What follows belongs to an exercise in optimizing a design on an open flow for small area and a short achievable clock period; a production flow would make more cautious choices. Function was checked by simulation only, so behaviour that the tests miss may differ from the original. Power figures rest on the tool's default switching activity, not on a simulated workload.

<file path="flow/run.sh">
#!/bin/bash
# synth_recipe.tcl (not shown) runs the flow's synth.tcl, then flattens the netlist and writes it again
# the make line also repeats each setting of config.mk as NAME=value (left out here)
make -C /OpenROAD-flow-scripts/flow DESIGN_CONFIG=/design/flow/config.mk WORK_HOME=/design/flow/orfs CLKGATE_MAP_FILE= SYNTH_SCRIPT=/design/flow/synth_recipe.tcl finish
</file>
<file path="flow/config.mk">
export PLATFORM = sky130hd
export DESIGN_NAME = mfb_frame_gen_top
export DESIGN_NICKNAME = mfb_frame_gen_top
export VERILOG_FILES = /design/flow/design.v
export SDC_FILE = /design/flow/constraint.sdc
export NUM_CORES = 4
export LEC_CHECK = 0
export ABC_CLOCK_PERIOD_IN_PS = 6000
export CAP_MARGIN = 20
export CORE_AREA = 5 5 415 415
export DIE_AREA = 0 0 420 420
export SLEW_MARGIN = 20
</file>
<file path="flow/constraint.sdc">
create_clock -name core_clock -period 12.0 [get_ports {CLK}]
set_input_delay 2.4000 -clock core_clock [delete_from_list [all_inputs] [get_ports {CLK}]]
set_output_delay 2.4000 -clock core_clock [all_outputs]
set_load 0.01 [all_outputs]
</file>
<file path="flow/design.v">
package mfb_frame_gen_pkg;
    localparam logic [15:0] LFSR_TAPS = 16'h002D;
    typedef enum logic [1:0] {
        ST_IDLE = 2'd0,
        ST_RUN  = 2'd1,
        ST_DONE = 2'd2
    } state_t;
    function automatic int sof_pos_w(input int region_size);
        sof_pos_w = (region_size > 1) ? $clog2(region_size) : 1;
    endfunction
    function automatic int eof_pos_w(input int region_size, input int block_size);
        eof_pos_w = (region_size * block_size > 1) ? $clog2(region_size * block_size) : 1;
    endfunction
    function automatic logic [15:0] lfsr_adv(input logic [15:0] v, input int n);
        logic [15:0] r;
        r = v;
        for (int k = 0; k < n; k++) r = {^(r & LFSR_TAPS), r[15:1]};
        lfsr_adv = r;
    endfunction
endpackage
import mfb_frame_gen_pkg::*;
module mfb_frame_gen_lfsr #(
    parameter logic [15:0] SEED  = 16'hACE1,
    parameter int          STEPS = 1,
    localparam int         SCW   = $clog2(STEPS + 1)
) (
    input  logic                   clk,
    input  logic                   reset,
    input  logic                   en,
    input  logic [SCW-1:0]         steps,
    output logic [STEPS:0][15:0]   ahead
);
    logic [15:0] q;
    always_ff @(posedge clk) begin
        if (reset) q <= SEED;
        else if (en) q <= ahead[steps];
    end
    always_comb begin
        ahead[0] = q;
        for (int k = 1; k <= STEPS; k++)
            ahead[k] = {^(ahead[k-1] & LFSR_TAPS), ahead[k-1][15:1]};
    end
endmodule
import mfb_frame_gen_pkg::*;
module mfb_frame_gen #(
    parameter int          REGIONS     = 1,
    parameter int          REGION_SIZE = 8,
    parameter int          BLOCK_SIZE  = 8,
    parameter int          ITEM_WIDTH  = 8,
    parameter int          CNT_WIDTH   = 32,
    parameter int          LEN_WIDTH   = 16,
    parameter logic [15:0] SEED        = 16'hACE1,
    localparam int         R   = REGION_SIZE * BLOCK_SIZE,
    localparam int         DW  = REGIONS * R * ITEM_WIDTH,
    localparam int         SW  = mfb_frame_gen_pkg::sof_pos_w(REGION_SIZE),
    localparam int         EW  = mfb_frame_gen_pkg::eof_pos_w(REGION_SIZE, BLOCK_SIZE),
    localparam int         SCW = $clog2(REGIONS + 1)
) (
    input  logic                    CLK,
    input  logic                    RESET,
    input  logic                    START,
    input  logic [CNT_WIDTH-1:0]    FRAMES,
    input  logic [LEN_WIDTH-1:0]    LEN_MIN,
    input  logic [LEN_WIDTH-1:0]    LEN_MAX,
    output logic                    BUSY,
    output logic                    DONE,
    output logic [CNT_WIDTH-1:0]    SENT_CNT,
    output logic [DW-1:0]           TX_DATA,
    output logic [REGIONS*SW-1:0]   TX_SOF_POS,
    output logic [REGIONS*EW-1:0]   TX_EOF_POS,
    output logic [REGIONS-1:0]      TX_SOF,
    output logic [REGIONS-1:0]      TX_EOF,
    output logic                    TX_SRC_RDY,
    input  logic                    TX_DST_RDY
);
    mfb_frame_gen_pkg::state_t state, nxt;
    logic [LEN_WIDTH-1:0] len_min_q, len_max_q, mask_q;
    logic                 span_q;       
    logic [CNT_WIDTH-1:0] left_q;       
    logic [CNT_WIDTH-1:0] fidx_q;       
    logic [LEN_WIDTH-1:0] rem_q;        
    logic [LEN_WIDTH-1:0] off_q;        
    logic                 in_frm_q;
    logic                 last_q;       
    logic start_ok, xfer, load;
    assign start_ok = (state == ST_IDLE) && START;
    assign xfer     = TX_SRC_RDY && TX_DST_RDY;
    assign load     = (state == ST_RUN) && !last_q && (!TX_SRC_RDY || TX_DST_RDY);
    logic [REGIONS-1:0]       sof_n, eof_n;
    logic [REGIONS*EW-1:0]    eofpos_n;
    logic [DW-1:0]            data_n;
    logic                     c_in;
    logic [LEN_WIDTH-1:0]     c_rem, c_off;
    logic [CNT_WIDTH-1:0]     c_fidx, c_left;
    logic [SCW-1:0]           c_steps;
    logic [REGIONS:0][15:0]   lfsr_ahead;
    mfb_frame_gen_lfsr #(.SEED(SEED), .STEPS(REGIONS)) lfsr_i (
        .clk   (CLK),
        .reset (RESET),
        .en    (load),
        .steps (c_steps),
        .ahead (lfsr_ahead)
    );
    function automatic logic [LEN_WIDTH-1:0] smear(input logic [LEN_WIDTH-1:0] d);
        logic [LEN_WIDTH-1:0] m;
        m = d;
        for (int s = 1; s < LEN_WIDTH; s = s * 2) m = m | (m >> s);
        smear = m;
    endfunction
    function automatic logic [LEN_WIDTH-1:0] pick_len(input logic [15:0] rnd);
        logic [LEN_WIDTH:0] sum;
        sum = {1'b0, len_min_q} + {1'b0, LEN_WIDTH'(rnd) & mask_q};
        if (!span_q) pick_len = len_min_q;
        else pick_len = (sum > {1'b0, len_max_q}) ? len_max_q : sum[LEN_WIDTH-1:0];
    endfunction
    always_ff @(posedge CLK) begin
        if (RESET) state <= ST_IDLE;
        else       state <= nxt;
    end
    always_comb begin
        nxt = state;
        case (state)
            ST_IDLE: if (START) nxt = (FRAMES == '0) ? ST_DONE : ST_RUN;
            ST_RUN:  if (xfer && last_q) nxt = ST_DONE;
            ST_DONE: nxt = ST_IDLE;
            default: nxt = ST_IDLE;
        endcase
    end
    always_comb begin
        BUSY = (state == ST_RUN);
        DONE = (state == ST_DONE);
    end
    always_comb begin
        sof_n    = '0;
        eof_n    = '0;
        eofpos_n = '0;
        data_n   = '0;
        c_in     = in_frm_q;
        c_rem    = rem_q;
        c_off    = off_q;
        c_fidx   = fidx_q;
        c_left   = left_q;
        c_steps  = '0;
        for (int r = 0; r < REGIONS; r++) begin
            if (!c_in && c_left != '0) begin
                c_rem    = pick_len(lfsr_ahead[c_steps]);
                c_off    = '0;
                c_in     = 1'b1;
                c_left   = c_left - 1'b1;
                c_steps  = c_steps + 1'b1;
                sof_n[r] = 1'b1;
            end
            if (c_in) begin
                for (int i = 0; i < R; i++) begin
                    if (i < int'(c_rem))
                        data_n[(r*R+i)*ITEM_WIDTH +: ITEM_WIDTH] =
                            ITEM_WIDTH'(c_fidx) + ITEM_WIDTH'(c_off) + ITEM_WIDTH'(i);
                end
                if (int'(c_rem) <= R) begin
                    eof_n[r]             = 1'b1;
                    eofpos_n[r*EW +: EW] = EW'(c_rem - 1'b1);
                    c_in                 = 1'b0;
                    c_fidx               = c_fidx + 1'b1;
                end else begin
                    c_rem = c_rem - LEN_WIDTH'(R);
                    c_off = c_off + LEN_WIDTH'(R);
                end
            end
        end
    end
    assign TX_SOF_POS = '0;
    always_ff @(posedge CLK) begin
        if (RESET) begin
            len_min_q  <= '0;
            len_max_q  <= '0;
            mask_q     <= '0;
            span_q     <= 1'b0;
            left_q     <= '0;
            fidx_q     <= '0;
            rem_q      <= '0;
            off_q      <= '0;
            in_frm_q   <= 1'b0;
            last_q     <= 1'b0;
            SENT_CNT   <= '0;
            TX_DATA    <= '0;
            TX_EOF_POS <= '0;
            TX_SOF     <= '0;
            TX_EOF     <= '0;
            TX_SRC_RDY <= 1'b0;
        end else begin
            if (start_ok) begin
                len_min_q <= LEN_MIN;
                len_max_q <= LEN_MAX;
                span_q    <= LEN_MIN < LEN_MAX;
                mask_q    <= smear(LEN_MAX - LEN_MIN);
                left_q    <= FRAMES;
                fidx_q    <= '0;
                in_frm_q  <= 1'b0;
                last_q    <= 1'b0;
                SENT_CNT  <= '0;
            end else if (xfer) begin
                logic [CNT_WIDTH:0] sum;
                sum = {1'b0, SENT_CNT} + (CNT_WIDTH+1)'($countones(TX_EOF));
                SENT_CNT <= sum[CNT_WIDTH] ? '1 : sum[CNT_WIDTH-1:0];
            end
            if (load) begin
                TX_DATA    <= data_n;
                TX_EOF_POS <= eofpos_n;
                TX_SOF     <= sof_n;
                TX_EOF     <= eof_n;
                TX_SRC_RDY <= 1'b1;
                in_frm_q   <= c_in;
                rem_q      <= c_rem;
                off_q      <= c_off;
                fidx_q     <= c_fidx;
                left_q     <= c_left;
                last_q     <= !c_in && (c_left == '0);
            end else if (xfer) begin
                TX_DATA    <= '0;
                TX_EOF_POS <= '0;
                TX_SOF     <= '0;
                TX_EOF     <= '0;
                TX_SRC_RDY <= 1'b0;
            end
        end
    end
endmodule
module mfb_frame_gen_top (
    input  logic          CLK,
    input  logic          RESET,
    input  logic          START,
    input  logic [31:0]   FRAMES,
    input  logic [15:0]   LEN_MIN,
    input  logic [15:0]   LEN_MAX,
    output logic          BUSY,
    output logic          DONE,
    output logic [31:0]   SENT_CNT,
    output logic [1023:0] TX_DATA,
    output logic [5:0]    TX_SOF_POS,
    output logic [11:0]   TX_EOF_POS,
    output logic [1:0]    TX_SOF,
    output logic [1:0]    TX_EOF,
    output logic          TX_SRC_RDY,
    input  logic          TX_DST_RDY
);
    mfb_frame_gen #(
        .REGIONS(2), .REGION_SIZE(8), .BLOCK_SIZE(8), .ITEM_WIDTH(8),
        .CNT_WIDTH(32), .LEN_WIDTH(16), .SEED(16'hACE1)
    ) gen_i (
        .CLK        (CLK),
        .RESET      (RESET),
        .START      (START),
        .FRAMES     (FRAMES),
        .LEN_MIN    (LEN_MIN),
        .LEN_MAX    (LEN_MAX),
        .BUSY       (BUSY),
        .DONE       (DONE),
        .SENT_CNT   (SENT_CNT),
        .TX_DATA    (TX_DATA),
        .TX_SOF_POS (TX_SOF_POS),
        .TX_EOF_POS (TX_EOF_POS),
        .TX_SOF     (TX_SOF),
        .TX_EOF     (TX_EOF),
        .TX_SRC_RDY (TX_SRC_RDY),
        .TX_DST_RDY (TX_DST_RDY)
    );
endmodule
</file>
==> results.txt <==
# TYPE chip_impl_metric gauge
chip_impl_info{name="status",value="complete, no violations"} 1
chip_impl_metric{name="pin_count",unit=""} 1149
chip_impl_metric{name="layout_fillers",unit=""} 16423
chip_impl_metric{name="design.die.area",unit="mm2"} 0.176
chip_impl_metric{name="placement.cell_area",unit="mm2"} 0.0707
chip_impl_metric{name="drcViolationCount",unit=""} 0
chip_impl_metric{name="placement_rows",unit=""} 150
chip_impl_metric{name="floorplan.initialDensity",unit="%"} 33.8
chip_impl_metric{name="synth_top_cell_area_share",unit="%"} 42.7
chip_impl_metric{name="number_of_global_route_vias_before_repair",unit=""} 54866
chip_impl_metric{name="clock_insertion_delay_worst_skew",unit="ns"} 0.81
chip_impl_metric{name="post_drt_via_cell_ratio",unit=""} 5.86
chip_impl_metric{name="timing.final.max_slew_violations",unit=""} 0
chip_impl_info{name="timing.critical_path.slowest_stage_cell",value="sky130_fd_sc_hd__nor4_1"} 1
chip_impl_metric{name="leakage",unit="nW"} 27.8
chip_impl_metric{name="critical_path_arrival",unit="ns"} 12.00
chip_impl_info{name="critical_path_class",value="register to register"} 1
chip_impl_metric{name="post-route-period-util",unit="%"} 93.9
chip_impl_metric{name="drt-wirelength-per-cell",unit="um"} 32.7
chip_impl_metric{name="cap_violations",unit=""} 0
chip_impl_metric{name="layout_cell_share_with_drive_strength_beyond_1",unit="%"} 7.23
chip_impl_metric{name="timing.fmax",unit="MHz"} 88.7
chip_impl_metric{name="height_of_the_die",unit="um"} 420
chip_impl_metric{name="global_route_wire_length_before_repair",unit="mm"} 442
chip_impl_metric{name="wl",unit="mm"} 324
chip_impl_info{name="yosysTopAreaCell",value="sky130_fd_sc_hd__dfxtp_1"} 1
chip_impl_metric{name="antenna_found_initial",unit=""} 3
chip_impl_metric{name="clk_transition_reported_paths",unit="ns"} 0.06
chip_impl_info{name="endpoint_kind",value="register"} 1
chip_impl_info{name="grt_setup_unrepaired",value="no"} 1
chip_impl_metric{name="antenna_violating_nets_post_route",unit=""} 0
chip_impl_metric{name="timing.final.setup_violations",unit=""} 0
chip_impl_info{name="cts_root_buf",value="sky130_fd_sc_hd__clkbuf_16"} 1
chip_impl_metric{name="setup_tns",unit="ns"} 0
chip_impl_metric{name="maxSlewHeadroom",unit="%"} 19.6
chip_impl_metric{name="worst-endpoint-required",unit="ns"} 12.73
chip_impl_metric{name="gr-usage-all-layers",unit="%"} 34.9
chip_impl_metric{name="post_synth.cell_area_avg",unit="um2"} 8.53
chip_impl_metric{name="post_cts.repair.setup_buffers",unit=""} 0
chip_impl_metric{name="synthesis.yosys.warnings",unit=""} 2
chip_impl_metric{name="cellPowerDensity",unit="mW/mm2"} 171
chip_impl_info{name="cts_tree",value="yes"} 1
chip_impl_info{name="critPathTopFamily",value="compound AO/OA/AOI/OAI gates"} 1
chip_impl_metric{name="hold_viol_final",unit=""} 0
chip_impl_metric{name="layout-area-overhead-vs-synth",unit="%"} 33.8
chip_impl_metric{name="die_outline_width",unit="um"} 420
chip_impl_metric{name="critical_path.max_fanout",unit=""} 45
chip_impl_metric{name="final.setup_skew",unit="ns"} 0.0461
chip_impl_metric{name="nNetsFinal",unit=""} 7841
chip_impl_metric{name="core_region_area",unit="mm2"} 0.167
chip_impl_metric{name="ir_drop",unit="mV"} 0.159
chip_impl_metric{name="detailedRoute.firstPassIterationCount",unit=""} 6
chip_impl_metric{name="portBuffers",unit=""} 1142
chip_impl_metric{name="worst-slew-pin-transition",unit="ns"} 1.20
chip_impl_metric{name="finalInstanceArea",unit="mm2"} 0.0756
chip_impl_metric{name="ctsHoldBuffers",unit=""} 0
chip_impl_info{name="worst_setup_path_start_kind",value="register"} 1
chip_impl_metric{name="final.min_clock_period",unit="ns"} 11.27
chip_impl_metric{name="globalplace.congestion",unit=""} 0.966
chip_impl_metric{name="cts_max_level",unit=""} 4
chip_impl_metric{name="ctsLongestPathBuffers",unit=""} 3
chip_impl_metric{name="clkSinkCount",unit=""} 1206
chip_impl_info{name="synth_top_cells_by_area",value="sky130_fd_sc_hd__dfxtp_1, sky130_fd_sc_hd__nor2_1, sky130_fd_sc_hd__a22oi_1"} 1
chip_impl_metric{name="netlist-cell-type-count",unit=""} 95
chip_impl_metric{name="cp.buffers_inverters",unit=""} 6
chip_impl_info{name="synth_flop_cell",value="sky130_fd_sc_hd__dfxtp_1"} 1
chip_impl_metric{name="synth_cells",unit=""} 6622
chip_impl_metric{name="synth_seq_cells",unit=""} 1206
chip_impl_info{name="hold_path.class",value="register to register"} 1
chip_impl_metric{name="vias",unit=""} 58188
chip_impl_metric{name="global_route.overflow_total",unit=""} 0
chip_impl_metric{name="detailed_place_hpwl",unit="mm"} 246
chip_impl_metric{name="synth-edff-count",unit=""} 0
chip_impl_metric{name="cp_slowest_stage_delay",unit="ns"} 0.72
chip_impl_metric{name="seq_area_frac_synth",unit="%"} 42.7
chip_impl_metric{name="grt_start_max_net_pins",unit=""} 202
chip_impl_metric{name="cts_made_buffers",unit=""} 141
chip_impl_metric{name="number_of_gates_resized_after_cts",unit=""} 0
chip_impl_metric{name="first_iter_violations",unit=""} 6996
chip_impl_metric{name="synth_cell_area",unit="mm2"} 0.0565
chip_impl_metric{name="async_reset_ff_share",unit="%"} 0
==> synth_stat cells, types with 126 or more instances <==
| library cell | n |
|---|---|
| sky130_fd_sc_hd__ha_1 | 153 |
| sky130_fd_sc_hd__inv_1 | 126 |
| sky130_fd_sc_hd__a22oi_1 | 435 |
| sky130_fd_sc_hd__o21ai_0 | 319 |
| sky130_fd_sc_hd__xor2_1 | 175 |
| sky130_fd_sc_hd__a21oi_1 | 363 |
| sky130_fd_sc_hd__xnor2_1 | 334 |
| sky130_fd_sc_hd__clkbuf_1 | 421 |
| sky130_fd_sc_hd__nand2_1 | 679 |
| sky130_fd_sc_hd__a22o_1 | 217 |
| sky130_fd_sc_hd__dfxtp_1 | 1206 |
| sky130_fd_sc_hd__nor2_1 | 916 |
==> cell families (layout without fill, tap and decap cells) <==
logic type      Yosys count  count (layout)  share of synthesized area (%)
simple gates           2159            2159                           16.8
buf+inv                 632            1727                           4.35
compound gates         1924            1924                           24.1
xor+xnor                510             510                           7.92
mux                      31              31                          0.571
other cells               1               7                        0.00664
fa+ha+maj               159             159                           3.60
flops                  1206            1206                           42.7
==> stage by stage <==
step	power [mW]	std cells	hold WS, ns	worst slack, ns	utilization [%]
finish	13.0	9927	0.452	0.732	45.2
global route	13.4	9926	0.463	0.162	45.2
detailed placement	8.41	9674	0.441	0.912	42.3
floorplan	6.49	6627	0.430	2.31	-
global placement	8.40	9672	0.434	1.01	42.3
CTS	12.9	9925	0.454	0.863	45.2
==> tightest hold or removal path: stages, from the launching register on <==
cell,delay [ns]
sky130_fd_sc_hd__dfxtp_1,0.32
sky130_fd_sc_hd__nand2_1,0.04
sky130_fd_sc_hd__o21ai_0,0.05
==> layout by cell type (no fill, tap or decap), types with 73 or more instances in the layout <==
cell type	synthesis	routed
sky130_fd_sc_hd__dfxtp_1	1206	1206
sky130_fd_sc_hd__clkdlybuf4s50_1	0	1141
sky130_fd_sc_hd__nor2_1	916	898
sky130_fd_sc_hd__nand2_1	679	675
sky130_fd_sc_hd__a22oi_1	435	435
sky130_fd_sc_hd__a21oi_1	363	361
sky130_fd_sc_hd__xnor2_1	334	321
sky130_fd_sc_hd__o21ai_0	319	314
sky130_fd_sc_hd__a22o_1	217	217
sky130_fd_sc_hd__buf_4	8	195
sky130_fd_sc_hd__xor2_1	175	172
sky130_fd_sc_hd__ha_1	153	150
sky130_fd_sc_hd__clkbuf_16	0	143
sky130_fd_sc_hd__inv_1	126	124
sky130_fd_sc_hd__a32oi_1	96	96
sky130_fd_sc_hd__a32o_1	95	95
sky130_fd_sc_hd__nand3_1	87	87
sky130_fd_sc_hd__nor3_1	82	76
sky130_fd_sc_hd__and2_1	75	73
==> area by class of cell <==
class | count | area [um2] | area share (%)
clock inverters | 51 | 727 | 0.961
clock buffers | 200 | 4120 | 5.45
repair buffers | 1342 | 13000 | 17.2
diodes | 1 | 2.50 | 0.00331
flip-flops and latches | 1206 | 24100 | 31.9
multi-input cells | 4789 | 30400 | 40.2
inverters | 134 | 503 | 0.665
well taps | 2204 | 2760 | 3.65
==> sequential cells by signal (all words and copies together) (netlist names), 2 cells and up, named ones only <==
signal,count
gen_i.TX_DATA,1024
gen_i.SENT_CNT,32
gen_i.left_q,32
gen_i.len_max_q,16
gen_i.len_min_q,16
gen_i.mask_q,16
gen_i.rem_q,16
gen_i.TX_EOF_POS,12
gen_i.fidx_q,8
gen_i.off_q,8
gen_i.TX_EOF,2
gen_i.TX_SOF,2
gen_i.state,2
==> power breakdown <==
| group | total (mW) | switching, mW | internal, mW |
|---|---|---|---|
| Sequential | 4.59 | 0.280 | 4.31 |
| Clock | 4.54 | 1.91 | 2.64 |
| Combinational | 3.83 | 2.56 | 1.27 |
| Total | 13.0 | 4.74 | 8.22 |
==> path summary, 6_finish.rpt <==
check | start | to | slack (ns) | cells after the start
setup / recovery | register | gen_i.TX_DATA[879] | 0.73 | 39
hold / removal | gen_i.TX_DATA[999] | gen_i.TX_DATA[999] | 0.45 | 2
setup reg to reg | register | gen_i.TX_DATA[879] | 0.73 | 39
hold reg to reg | gen_i.TX_DATA[999] | gen_i.TX_DATA[999] | 0.45 | 2
==> layer usage <==
layer  wire [um]  vias to the layer above  track usage [%]
met5           0                        -                0
met4       27200                        0             24.0
met3       28400                      767             8.57
met2      151000                     3281             57.9
met1      117000                    28444             39.5
li1            -                    25696                -

==> port drivers added, routing unchanged <==
The results above use ideal ports. As a check the final layout listed here was re-extracted and re-timed, cells and wires unchanged. Step 1 (the two cells are an assumption about what drives the block):
set clk [get_ports {CLK}]
set_driving_cell -lib_cell sky130_fd_sc_hd__clkbuf_16 $clk
set_driving_cell -lib_cell sky130_fd_sc_hd__buf_2 [delete_from_list [all_inputs] $clk]
Step 2 times the ports against the registers' clock, not the clock port: input delays grow and output delays shrink by t, the midpoint of the rising clock arrivals with the driver on. Slacks: ideal / step 1 / step 2; pairs: ideal / step 1.
t, ns: 0.878
setup slack, ns: 0.732 / 0.732 / 0.732
hold slack, ns: 0.452 / 0.452 / 0.452
latest minus earliest clock arrival (ns): 0.050 / 0.050
After both steps this run still meets setup and hold. The setup slack of this run moves by 0.000 ns with the drivers and by 0.000 ns with both steps.
